From an optimization exercise on the open Yosys and OpenROAD flow, aimed at small area, a short achievable clock period and few clock cycles per item; shortcuts taken in it are not production practice. RTL that was checked went through simulation tests only; none was proved equivalent to the original. Power is estimated from default activity; no workload was simulated.

==> run K <==
## pulse_width_autobaud_detector
module pulse_width_autobaud_detector
#(
    parameter int NUM_BINS   = 20,
    parameter int WIDTH_BITS = 16
)
(
    input  logic                 clk,
    input  logic                 rst_n,
    input  logic                 pulse_valid,
    output logic                 pulse_ready,
    input  logic [OPCODE_W-1:0]  pulse_opcode,
    input  logic [PULSE_W-1:0]   pulse_width,
    output logic                 result_valid,
    input  logic                 result_ready,
    output logic [OUTCOME_W-1:0] result_outcome,
    output logic [BIN_W-1:0]     result_bin_index,
    output logic [DIV_W-1:0]     result_divisor,
    output logic                 result_engaged,
    input  logic                 cfg_we,
    input  logic [CFG_IDX_W-1:0] cfg_index,
    input  logic [CFG_DAT_W-1:0] cfg_data
);
    function automatic logic cout24(input logic [23:0] a, input logic [23:0] b, input logic cin);
        logic [23:0] g0, p0;
        logic [11:0] g1, p1;
        logic [5:0]  g2, p2;
        logic [2:0]  g3, p3;
        g0 = a & b;
        p0 = a | b;
        g0[0] = g0[0] | (p0[0] & cin);
  ...
Settings: LEC_CHECK=0, ABC_AREA=1, CAP_MARGIN=20, CORE_MARGIN=2, CORE_UTILIZATION=50, SETUP_SLACK_MARGIN=2.5, SLEW_MARGIN=20; clock period 5.5 ns.
run.sh (not shown) runs the stock make flow with config.mk's settings and CLKGATE_MAP_FILE= SYNTH_SCRIPT=/design/flow/synth_recipe.tcl, a recipe that flattens the netlist after the stock synthesis.
==> run C: changes against run K <==
--- a/flow/design.v
+++ b/flow/design.v
@@ -38,12 +38,14 @@
 module pwad_datapath
 (
     input  logic [15:0] w,
     input  logic        none,    
     input  logic [15:0] lo,
     input  logic [16:0] hi,
+    input  logic [17:0] lo3,     
+    input  logic [17:0] hi3,     
     output logic [2:0]  g,
     output logic        over,    
     output logic [15:0] base_h,  
     output logic [5:0]  lo_le    
 );
     function automatic logic cout24(input logic [23:0] a, input logic [23:0] b, input logic cin);
@@ -97,30 +99,46 @@
     endfunction
     logic [21:0] wx;
     logic        c1, c2, c3, c4;
     assign wx = {6'd0, w};
     assign c1   = !none && gt24({2'd0, wx}, {5'd0, hi, 2'd0});
     assign c2   = !none && gt24({2'd0, wx}, {4'd0, hi, 3'd0});
-    assign c3   = !none && gt3({2'd0, wx}, {3'd0, hi, 3'd0}, {5'd0, hi, 2'd0});
+    assign c3   = !none && gt24({2'd0, wx}, {4'd0, hi3, 2'd0});
     assign c4   = !none && gt24({2'd0, wx}, {3'd0, hi, 4'd0});
     assign over = !none && gt3({2'd0, wx}, {3'd0, hi, 4'd0}, {5'd0, hi, 2'd0});
-    assign lo_le[0] = none ? (w == 16'hFFFF) : ge24({8'd0, w}, {8'd0, lo});
+    assign lo_le[0] = ge24({8'd0, w}, {8'd0, lo});
     assign lo_le[1] = ge24({8'd0, w}, {7'd0, lo, 1'b0});
-    assign lo_le[2] = ge3({8'd0, w}, {7'd0, lo, 1'b0}, {8'd0, lo});
+    assign lo_le[2] = ge24({8'd0, w}, {6'd0, lo3});
     assign lo_le[3] = ge24({8'd0, w}, {6'd0, lo, 2'b0});
     assign lo_le[4] = ge3({8'd0, w}, {6'd0, lo, 2'b0}, {8'd0, lo});
-    assign lo_le[5] = ge3({8'd0, w}, {6'd0, lo, 2'b0}, {7'd0, lo, 1'b0});
-    logic [3:0]  sel;
-    logic [15:0] hi12;
-    assign hi12   = {hi[12:0], 3'd0} + {hi[13:0], 2'd0};
-    assign sel    = {c4, c3 && !c4, c2 && !c3, c1 && !c2};
-    assign g      = {c4, c2 && !c4, sel[0] || sel[2]};
-    assign base_h = ({16{sel[0]}} & {hi[13:0], 2'd0}) |
-                    ({16{sel[1]}} & {hi[12:0], 3'd0}) |
-                    ({16{sel[2]}} & hi12) |
-                    ({16{sel[3]}} & {hi[11:0], 4'd0});
+    assign lo_le[5] = ge24({8'd0, w}, {5'd0, lo3, 1'b0});
+    always_comb
+    begin
+        g      = 3'd0;
+        base_h = '0;
+        if (c4)
+        begin
+            g      = 3'd4;
+            base_h = {hi[11:0], 4'd0};
+        end
+        else if (c3)
+        begin
+            g      = 3'd3;
+            base_h = {hi3[13:0], 2'd0};
+        end
+        else if (c2)
+        begin
+            g      = 3'd2;
+            base_h = {hi[12:0], 3'd0};
+        end
+        else if (c1)
+        begin
+            g      = 3'd1;
+            base_h = {hi[13:0], 2'd0};
+        end
+    end
 endmodule
 module pwad_fine
 (
     input  logic [15:0] w,
     input  logic [15:0] base_h,
     input  logic [2:0]  g,
@@ -180,14 +198,14 @@
         cy = {(b[22:0] & c[22:0]) | (b[22:0] & na[22:0]) | (c[22:0] & na[22:0]), 1'b0};
         ge3 = sign24(s, cy);
     endfunction
     logic e1, e2, e3, lo_ok;
     logic [1:0] f1;
     assign e1 = gt3({8'd0, w}, {8'd0, base_h}, {7'd0, hi});
-    assign e2 = e1 && gt3({8'd0, w}, {8'd0, base_h}, {6'd0, hi, 1'b0});
-    assign e3 = e1 && gt3({8'd0, w}, {8'd0, base_h}, {6'd0, hi3});
+    assign e2 = gt3({8'd0, w}, {8'd0, base_h}, {6'd0, hi, 1'b0});
+    assign e3 = gt3({8'd0, w}, {8'd0, base_h}, {6'd0, hi3});
     assign f1      = {1'b0, e1} + {1'b0, e2} + {1'b0, e3};
     always_comb
     begin
         case (g)
             3'd0:    lo_ok = e3 ? lo_le[3] : e2 ? lo_le[2] : e1 ? lo_le[1] : lo_le[0];
             3'd1:    lo_ok = e2 || (e1 ? lo_le[5] : lo_le[4]);
@@ -274,19 +292,22 @@
     logic [CNT_W-1:0]    count_lim_reg, unmatch_lim_reg;
     logic [ITER_W-1:0]   iter_lim_reg;
     logic                active_reg;
     logic                short_none;
     logic [15:0]         short_reg;
     logic [15:0]         lo_reg;         
-    logic [16:0]         hi_reg;         
     logic [CNT_W-1:0]    total_reg, unm_reg;
     logic                unm_pend;       
     logic [ITER_W-1:0]   att_reg;
     logic                stall_reg;
-    logic [17:0]         hi3_d;          
-    logic                b2_valid, b2_bin, b2_eng, b2_over;
+    logic [16:0]         hi_d;
+    logic [17:0]         lo3_d, hi3_d;
+    logic                b1_valid, b1_bin, b1_retry, b1_eng;
+    logic [OUTCOME_W-1:0] b1_oc;
+    logic [15:0]         b1_w;
+    logic                b2_valid, b2_bin, b2_cnt, b2_eng, b2_over;
     logic [OUTCOME_W-1:0] b2_oc;
     logic [15:0]         b2_w, b2_base_h;
     logic [2:0]          b2_g;
     logic [5:0]          b2_lo_le;
     logic                out_valid;
     logic [OUTCOME_W-1:0] out_outcome;
@@ -381,30 +402,27 @@
     begin
         if (!rst_n)
         begin
             active_reg <= 1'b0;
             short_none <= 1'b1;
             lo_reg     <= 16'hFFFF;
-            hi_reg     <= 17'h0FFFF;
             total_reg  <= '0;
             att_reg    <= '0;
         end
         else if (accept)
         begin
             active_reg <= a_eng;
             if (a_short)
             begin
                 short_none <= 1'b0;
                 lo_reg     <= w7[18:3];
-                hi_reg     <= {1'b0, w} + {5'd0, w[15:4]};
             end
             else if (is_start || a_retry)
             begin
                 short_none <= 1'b1;
                 lo_reg     <= 16'hFFFF;
-                hi_reg     <= 17'h0FFFF;
             end
             if (is_start || a_short || (a_retry && a_rej))
                 total_reg <= '0;
             else if (a_bin)
                 total_reg <= a_retry ? 16'd1 : total_inc;
             if (is_start)
@@ -419,16 +437,18 @@
     begin
         if (accept && a_short)
             short_reg <= w;
     end
     logic b2_match, b2_unmatched;
     logic a_clr, b_pending, succ_pending;
-    assign b2_unmatched = adv && b2_valid && b2_bin && !b2_match;
+    assign b2_unmatched = adv && b2_valid && b2_cnt && !b2_match;
     assign a_clr        = is_start || a_retry || a_short;
-    assign succ_pending = adv ? (accept && a_succ) : (b2_valid && b2_oc == OC_SUCCESS);
-    assign b_pending    = adv ? ((accept && is_pulse) || (b2_valid && b2_bin)) : (b2_valid && b2_bin);
+    assign succ_pending = adv ? ((accept && a_succ) || (b1_valid && b1_oc == OC_SUCCESS))
+                              : ((b1_valid && b1_oc == OC_SUCCESS) || (b2_valid && b2_oc == OC_SUCCESS));
+    assign b_pending    = adv ? ((accept && is_pulse) || (b1_valid && b1_bin) || (b2_valid && b2_bin))
+                              : ((b1_valid && b1_bin) || (b2_valid && b2_bin));
     always_ff @(posedge clk or negedge rst_n)
     begin
         if (!rst_n)
         begin
             unm_reg   <= '0;
             unm_pend  <= 1'b0;
@@ -447,61 +467,97 @@
                     unm_reg <= unm_reg + 1'b1;
                 unm_pend <= b2_unmatched;
             end
             stall_reg <= (b_pending && ge24({8'd0, total_reg}, {8'd0, count_lim_reg})) || succ_pending;
         end
     end
+    logic [16:0] hi_n;
+    logic [19:0] lo3_n, hi3_n;
+    logic [19:0] h3a, h3b, h3c, h3d;
+    function automatic logic [19:0] csa_s(input logic [19:0] a, input logic [19:0] b, input logic [19:0] c);
+        csa_s = a ^ b ^ c;
+    endfunction
+    function automatic logic [19:0] csa_c(input logic [19:0] a, input logic [19:0] b, input logic [19:0] c);
+        csa_c = {(a[18:0] & b[18:0]) | (a[18:0] & c[18:0]) | (b[18:0] & c[18:0]), 1'b0};
+    endfunction
+    always_comb
+    begin
+        h3a   = csa_s({3'd0, short_reg, 1'b0}, {4'd0, short_reg}, {7'd0, short_reg[15:4], 1'b0});
+        h3b   = csa_c({3'd0, short_reg, 1'b0}, {4'd0, short_reg}, {7'd0, short_reg[15:4], 1'b0});
+        h3c   = csa_s(h3a, h3b, {8'd0, short_reg[15:4]});
+        h3d   = csa_c(h3a, h3b, {8'd0, short_reg[15:4]});
+        hi_n  = short_none ? 17'h0FFFF : ({1'b0, short_reg} + {5'd0, short_reg[15:4]});
+        hi3_n = short_none ? 20'h10000 : h3c + h3d;    
+        lo3_n = {3'b0, lo_reg, 1'b0} + {4'b0, lo_reg};
+    end
     always_ff @(posedge clk)
-        hi3_d <= {hi_reg, 1'b0} + {1'b0, hi_reg};
+    begin
+        if (adv)
+        begin
+            hi_d  <= hi_n;
+            lo3_d <= lo3_n[17:0];
+            hi3_d <= hi3_n[17:0];
+        end
+    end
     logic [2:0]  s1_g;
     logic        s1_over;
     logic [15:0] s1_base_h;
     logic [5:0]  s1_lo_le;
     pwad_datapath u_coarse (
-        .w      (w),
-        .none   (a_retry),
+        .w      (b1_w),
+        .none   (b1_retry),
         .lo     (lo_reg),
-        .hi     (hi_reg),
+        .hi     (hi_d),
+        .lo3    (lo3_d),
+        .hi3    (hi3_d),
         .g      (s1_g),
         .over   (s1_over),
         .base_h (s1_base_h),
         .lo_le  (s1_lo_le)
     );
     logic [4:0] b2_binidx;
     pwad_fine u_fine (
         .w       (b2_w),
         .base_h  (b2_base_h),
         .g       (b2_g),
         .over    (b2_over),
         .lo_le   (b2_lo_le),
-        .hi      (hi_reg),
+        .hi      (hi_d),
         .hi3     (hi3_d),
         .matched (b2_match),
         .bin     (b2_binidx)
     );
     always_ff @(posedge clk or negedge rst_n)
     begin
         if (!rst_n)
         begin
+            b1_valid  <= 1'b0;
             b2_valid  <= 1'b0;
             out_valid <= 1'b0;
         end
         else if (adv)
         begin
-            b2_valid  <= accept;
+            b1_valid  <= accept;
+            b2_valid  <= b1_valid;
             out_valid <= b2_valid;
         end
     end
     always_ff @(posedge clk)
     begin
         if (adv)
         begin
-            b2_oc     <= a_oc;
-            b2_bin    <= a_bin;
-            b2_eng    <= a_eng;
-            b2_w      <= w;
+            b1_oc     <= a_oc;
+            b1_bin    <= a_bin;
+            b1_retry  <= a_retry;
+            b1_eng    <= a_eng;
+            b1_w      <= w;
+            b2_oc     <= b1_oc;
+            b2_bin    <= b1_bin;
+            b2_cnt    <= b1_bin && !(accept && a_clr);
+            b2_eng    <= b1_eng;
+            b2_w      <= b1_w;
             b2_g      <= s1_g;
             b2_over   <= s1_over;
             b2_base_h <= s1_base_h;
             b2_lo_le  <= s1_lo_le;
             out_outcome   <= b2_bin ? (b2_match ? OC_MATCHED : OC_UNMATCHED) : b2_oc;
             out_bin_index <= (b2_bin && b2_match) ? b2_binidx : 5'd0;
@@ -509,9 +565,9 @@
             out_engaged   <= b2_eng;
         end
     end
     assign result_valid     = out_valid;
     assign result_outcome   = out_outcome;
     assign result_bin_index = out_bin_index;
-    assign result_divisor   = {16{out_succ}} & (short_reg | {16{short_none}});
+    assign result_divisor   = !out_succ ? 16'd0 : short_none ? 16'hFFFF : short_reg;
     assign result_engaged   = out_engaged;
 endmodule
==> flow/config.mk (replaced) <==
export PLATFORM = sky130hd
export DESIGN_NAME = pulse_width_autobaud_detector
export DESIGN_NICKNAME = pulse_width_autobaud_detector
export VERILOG_FILES = /design/flow/design.v
export SDC_FILE = /design/flow/constraint.sdc
export NUM_CORES = 4
export LEC_CHECK = 0
export CAP_MARGIN = 20
export CORE_MARGIN = 2
export CORE_UTILIZATION = 62
export SETUP_SLACK_MARGIN = 2.2
export SLEW_MARGIN = 20
==> run B: changes against run K <==
--- a/flow/design.v
+++ b/flow/design.v
@@ -180,14 +180,14 @@
         cy = {(b[22:0] & c[22:0]) | (b[22:0] & na[22:0]) | (c[22:0] & na[22:0]), 1'b0};
         ge3 = sign24(s, cy);
     endfunction
     logic e1, e2, e3, lo_ok;
     logic [1:0] f1;
     assign e1 = gt3({8'd0, w}, {8'd0, base_h}, {7'd0, hi});
-    assign e2 = e1 && gt3({8'd0, w}, {8'd0, base_h}, {6'd0, hi, 1'b0});
-    assign e3 = e1 && gt3({8'd0, w}, {8'd0, base_h}, {6'd0, hi3});
+    assign e2 = gt3({8'd0, w}, {8'd0, base_h}, {6'd0, hi, 1'b0});
+    assign e3 = gt3({8'd0, w}, {8'd0, base_h}, {6'd0, hi3});
     assign f1      = {1'b0, e1} + {1'b0, e2} + {1'b0, e3};
     always_comb
     begin
         case (g)
             3'd0:    lo_ok = e3 ? lo_le[3] : e2 ? lo_le[2] : e1 ? lo_le[1] : lo_le[0];
             3'd1:    lo_ok = e2 || (e1 ? lo_le[5] : lo_le[4]);
@@ -279,13 +279,14 @@
     logic [15:0]         lo_reg;         
     logic [16:0]         hi_reg;         
     logic [CNT_W-1:0]    total_reg, unm_reg;
     logic                unm_pend;       
     logic [ITER_W-1:0]   att_reg;
     logic                stall_reg;
-    logic [17:0]         hi3_d;          
+    logic [16:0]         hi_d;
+    logic [17:0]         hi3_d;
     logic                b2_valid, b2_bin, b2_eng, b2_over;
     logic [OUTCOME_W-1:0] b2_oc;
     logic [15:0]         b2_w, b2_base_h;
     logic [2:0]          b2_g;
     logic [5:0]          b2_lo_le;
     logic                out_valid;
@@ -448,13 +449,19 @@
                 unm_pend <= b2_unmatched;
             end
             stall_reg <= (b_pending && ge24({8'd0, total_reg}, {8'd0, count_lim_reg})) || succ_pending;
         end
     end
     always_ff @(posedge clk)
-        hi3_d <= {hi_reg, 1'b0} + {1'b0, hi_reg};
+    begin
+        if (adv)
+        begin
+            hi_d  <= hi_reg;
+            hi3_d <= {hi_reg, 1'b0} + {1'b0, hi_reg};    
+        end
+    end
     logic [2:0]  s1_g;
     logic        s1_over;
     logic [15:0] s1_base_h;
     logic [5:0]  s1_lo_le;
     pwad_datapath u_coarse (
         .w      (w),
@@ -470,13 +477,13 @@
     pwad_fine u_fine (
         .w       (b2_w),
         .base_h  (b2_base_h),
         .g       (b2_g),
         .over    (b2_over),
         .lo_le   (b2_lo_le),
-        .hi      (hi_reg),
+        .hi      (hi_d),
         .hi3     (hi3_d),
         .matched (b2_match),
         .bin     (b2_binidx)
     );
     always_ff @(posedge clk or negedge rst_n)
     begin
==> comparison table <==
	run K	run B	run C
Total power	6620 uW	6670 uW	9770 uW
Clock buffer cells	47	39	47
Kind of critical path	in -> reg	in -> reg	reg -> reg
Register-to-register path setup slack	2.58 ns	2.62 ns	1.45 ns
Largest fanout on the critical path	7	7	4
Max Fclk	342 MHz	341 MHz	247 MHz
Async SR Flop Fraction	62.4%	58.5%	47.4%
Top FF cell, synth	dfrtp_1	edfxtp_1	edfxtp_1
Syn-to-layout area delta	19.0%	18.1%	24.6%
Number of cells on the critical path	15	10	14
Post-CTS Repair Setup Buffers	79	53	111
Most frequent standard cell in the layout excluding fill and tap cells	nand2_1	nand2_1	inv_1
Result of the run	finished clean	finished clean	finished clean
Cell variety after synth	73	69	87
PD cells	277 nW/um^2	269 nW/um^2	382 nW/um^2
Clock network fraction of design power	28.4%	29.5%	22.4%
Max Clock Skew	0.0259 ns	0.0135 ns	0.0169 ns
Share of the clock period used by the worst path	53.1%	53.3%	73.6%
# fillers	3648	3779	2127
FF/Latch Area	6450 um^2	7100 um^2	7930 um^2
Arrival time of data at the critical path endpoint	3.36 ns	3.23 ns	4.48 ns
Testbench counts of run K, summed over its fixed seeds: cycles 12,873, items 12,800.
No functional check of the RTL was part of run C and run B.

afterwards: timing with drivers on the ports:
How much do the figures lean on ideal ports? The routed layouts below were timed once more, with nothing changed but the port constraints.
Step 1: set_driving_cell puts a clkbuf_16 on clk and a buf_2 on each other input, an assumption about the parent block.
Step 2, shift: input delay + t, output delay - t, t = (earliest + latest rising clock arrival at the registers) / 2. This alone moves slack from input paths to output paths.
a / b / c = no drivers / after step 1 / after step 2; a / b = the first two.
run	t (ns)	slack for setup (ns)	slew at the worst register clock pin (ns)	worst slew at a driven data input, ns	pins driven straight from the clock port
run K	0.628	2.579 / 2.565 / 1.984	0.07 / 0.07	0.11	1
run C	0.609	1.454 / 1.454 / 1.409	0.07 / 0.07	0.06	1
run B	0.638	2.567 / 2.544 / 1.959	0.07 / 0.07	0.04	1
After both steps every run listed still meets setup and hold. The setup slack of run B, which loses most, moves by -0.023 ns with the drivers and by -0.608 ns with both steps.
